Context: an optimization exercise on an open-source flow, tuned for small area, a short achievable clock period and few clock cycles per item. The choices shown serve that exercise and are no tape-out recipe. The RTL was checked by simulation tests, not by an equivalence proof against the original design.

==> run X: inputs <==
Design hsl_to_rgb_converter, start of the top module:
module hsl_to_rgb_converter (
	input  logic clk,
	input  logic arst_n,
	input  logic hsl_valid,
	output logic hsl_stall,
	input  hsl_pkg::hsl_t hsl,
	output logic rgb_valid,
	input  logic rgb_stall,
	output hsl_pkg::rgb_t rgb
);
clock: 7.0 ns
lec_check: 0
abc_area: 1
cap_margin: 20
core_margin: 2
core_utilization: 40
cts_buf_list: sky130_fd_sc_hd__clkbuf_8
setup_slack_margin: 3.5
slew_margin: 20
synth_hierarchical: 1
synth_minimum_keep_size: 0
standard.sh (not shown) runs the stock make flow with config.mk's settings and CLKGATE_MAP_FILE= SYNTH_SCRIPT=/design/flow/synth_recipe.tcl, a recipe that flattens the netlist after the stock synthesis.
==> flow/flow/run.sh <==
#!/bin/bash
# Layout flow: the standard flow (standard.sh) unchanged, except that the
# port buffers that global placement inserts are buf_2 cells rather than the
# default choice. Its full output goes to standard.log in this folder.
cp standard.sh standard_sh.txt.log
export BUFFER_PORTS_ARGS="-buffer_cell sky130_fd_sc_hd__buf_2"
bash standard.sh > standard.log 2>&1
==> run H: changes against run X <==
--- a/flow/design.v
+++ b/flow/design.v
@@ -3635,29 +3635,26 @@
 			r3[61] <= w1307;
 			r3[62] <= w1312;
 			r3[63] <= w1318;
 			r3[64] <= w1325;
 			r3[65] <= w1333;
 			sec3 <= sec2;
 		end
 	end
-	logic [23:0] ro;
-	logic [2:0]  so;
-	hsl_pkg::rgb_t y;
+	hsl_pkg::rgb_t y, ro;
+	always_comb begin
+		case (sec3)
+			3'd0:    y = {mx, md, mn};
+			3'd1:    y = {md, mx, mn};
+			3'd2:    y = {mn, mx, md};
+			3'd3:    y = {mn, md, mx};
+			3'd4:    y = {md, mn, mx};
+			default: y = {mx, mn, md};
+		endcase
+	end
 	always_ff @(posedge clk) begin
 		if (adv) begin
-			ro <= {mx, md, mn};
-			so <= sec3;
+			ro <= y;
 		end
 	end
-	always_comb begin
-		case (so)
-			3'd0:    y = {ro[23:16], ro[15:8], ro[7:0]};
-			3'd1:    y = {ro[15:8], ro[23:16], ro[7:0]};
-			3'd2:    y = {ro[7:0], ro[23:16], ro[15:8]};
-			3'd3:    y = {ro[7:0], ro[15:8], ro[23:16]};
-			3'd4:    y = {ro[15:8], ro[7:0], ro[23:16]};
-			default: y = {ro[23:16], ro[7:0], ro[15:8]};
-		endcase
-	end
-	assign rgb = y;
+	assign rgb = ro;
 endmodule
Settings changed: CTS_BUF_LIST sky130_fd_sc_hd__clkbuf_8 to default, SETUP_SLACK_MARGIN 3.5 to 3.25.
==> run A: changes against run X <==
--- a/flow/design.v
+++ b/flow/design.v
@@ -3635,29 +3635,26 @@
 			r3[61] <= w1307;
 			r3[62] <= w1312;
 			r3[63] <= w1318;
 			r3[64] <= w1325;
 			r3[65] <= w1333;
 			sec3 <= sec2;
 		end
 	end
-	logic [23:0] ro;
-	logic [2:0]  so;
-	hsl_pkg::rgb_t y;
+	hsl_pkg::rgb_t y, ro;
+	always_comb begin
+		case (sec3)
+			3'd0:    y = {mx, md, mn};
+			3'd1:    y = {md, mx, mn};
+			3'd2:    y = {mn, mx, md};
+			3'd3:    y = {mn, md, mx};
+			3'd4:    y = {md, mn, mx};
+			default: y = {mx, mn, md};
+		endcase
+	end
 	always_ff @(posedge clk) begin
 		if (adv) begin
-			ro <= {mx, md, mn};
-			so <= sec3;
+			ro <= y;
 		end
 	end
-	always_comb begin
-		case (so)
-			3'd0:    y = {ro[23:16], ro[15:8], ro[7:0]};
-			3'd1:    y = {ro[15:8], ro[23:16], ro[7:0]};
-			3'd2:    y = {ro[7:0], ro[23:16], ro[15:8]};
-			3'd3:    y = {ro[7:0], ro[15:8], ro[23:16]};
-			3'd4:    y = {ro[15:8], ro[7:0], ro[23:16]};
-			default: y = {ro[23:16], ro[7:0], ro[15:8]};
-		endcase
-	end
-	assign rgb = y;
+	assign rgb = ro;
 endmodule
Settings changed: CTS_BUF_LIST sky130_fd_sc_hd__clkbuf_8 to default.
==> flow_summary.json <==
{
  "wl_met2_um": 18300,
  "crit_fanout": 11,
  "num-nonclk-inverters": 225,
  "whs_endpoint": "sec2[1]",
  "synth_area_leaders": "edfxtp_1 32%, fa_1 18%, ha_1 9.8%",
  "place_inst": 2250,
  "met1Wirelength_um": 17600,
  "hpwl_um": 29700,
  "status": "complete, no violations"
}
(the above is from run H)
==> flow_summary.json <==
{
  "synth_area_leaders": "edfxtp_1 33%, fa_1 18%, ha_1 9.8%",
  "wl_met2_um": 19000,
  "crit_fanout": 28,
  "num-nonclk-inverters": 223,
  "status": "complete, no violations"
}
(the above is from run X)
==> flow_summary.json <==
{
  "hpwl_um": 30200,
  "wl_met2_um": 19000,
  "status": "complete, no violations",
  "crit_fanout": 5,
  "met1Wirelength_um": 17900,
  "place_inst": 2250,
  "num-nonclk-inverters": 224,
  "synth_area_leaders": "edfxtp_1 32%, fa_1 18%, ha_1 9.8%",
  "whs_endpoint": "sec2[1]",
  "grt_setup_unrepaired": "true",
  "grt_pass1_vias": 12255
}
(the above is from run A)
Testbench counts of run X, summed over its fixed seeds: cycles 16,032, items 16,000.
Testbench counts of run H, summed over its fixed seeds: cycles 16,032, items 16,000.
Testbench counts of run A, summed over its fixed seeds: cycles 16,032, items 16,000.

[re-timing with driven ports]
No port has a modelled driver above. Below, the same layouts with a new extraction and two added sets of constraints.
Step 1: set_driving_cell puts a clkbuf_16 on clk and a buf_2 on each other input, an assumption about the parent block.
Step 2 also shifts input and output timing later by t, the mid clock arrival at the registers, as if the neighbouring blocks saw the same clock.
Three values: ideal, step 1, step 2; two values: the first two.
run | shift t [ns] | setup WS [ns] | clock arrival spread, ns | slew at the worst register clock pin (ns)
run X | 0.536 | 3.575 / 3.549 / 3.549 | 0.016 / 0.016 | 0.10 / 0.10
run H | 0.500 | 3.377 / 3.377 / 3.377 | 0.020 / 0.020 | 0.08 / 0.08
run A | 0.493 | 3.563 / 3.563 / 3.563 | 0.014 / 0.014 | 0.07 / 0.07
After both steps setup and hold are still met in every run listed. The setup slack of run X, which loses most, moves by -0.026 ns with the drivers and by -0.026 ns with both steps.
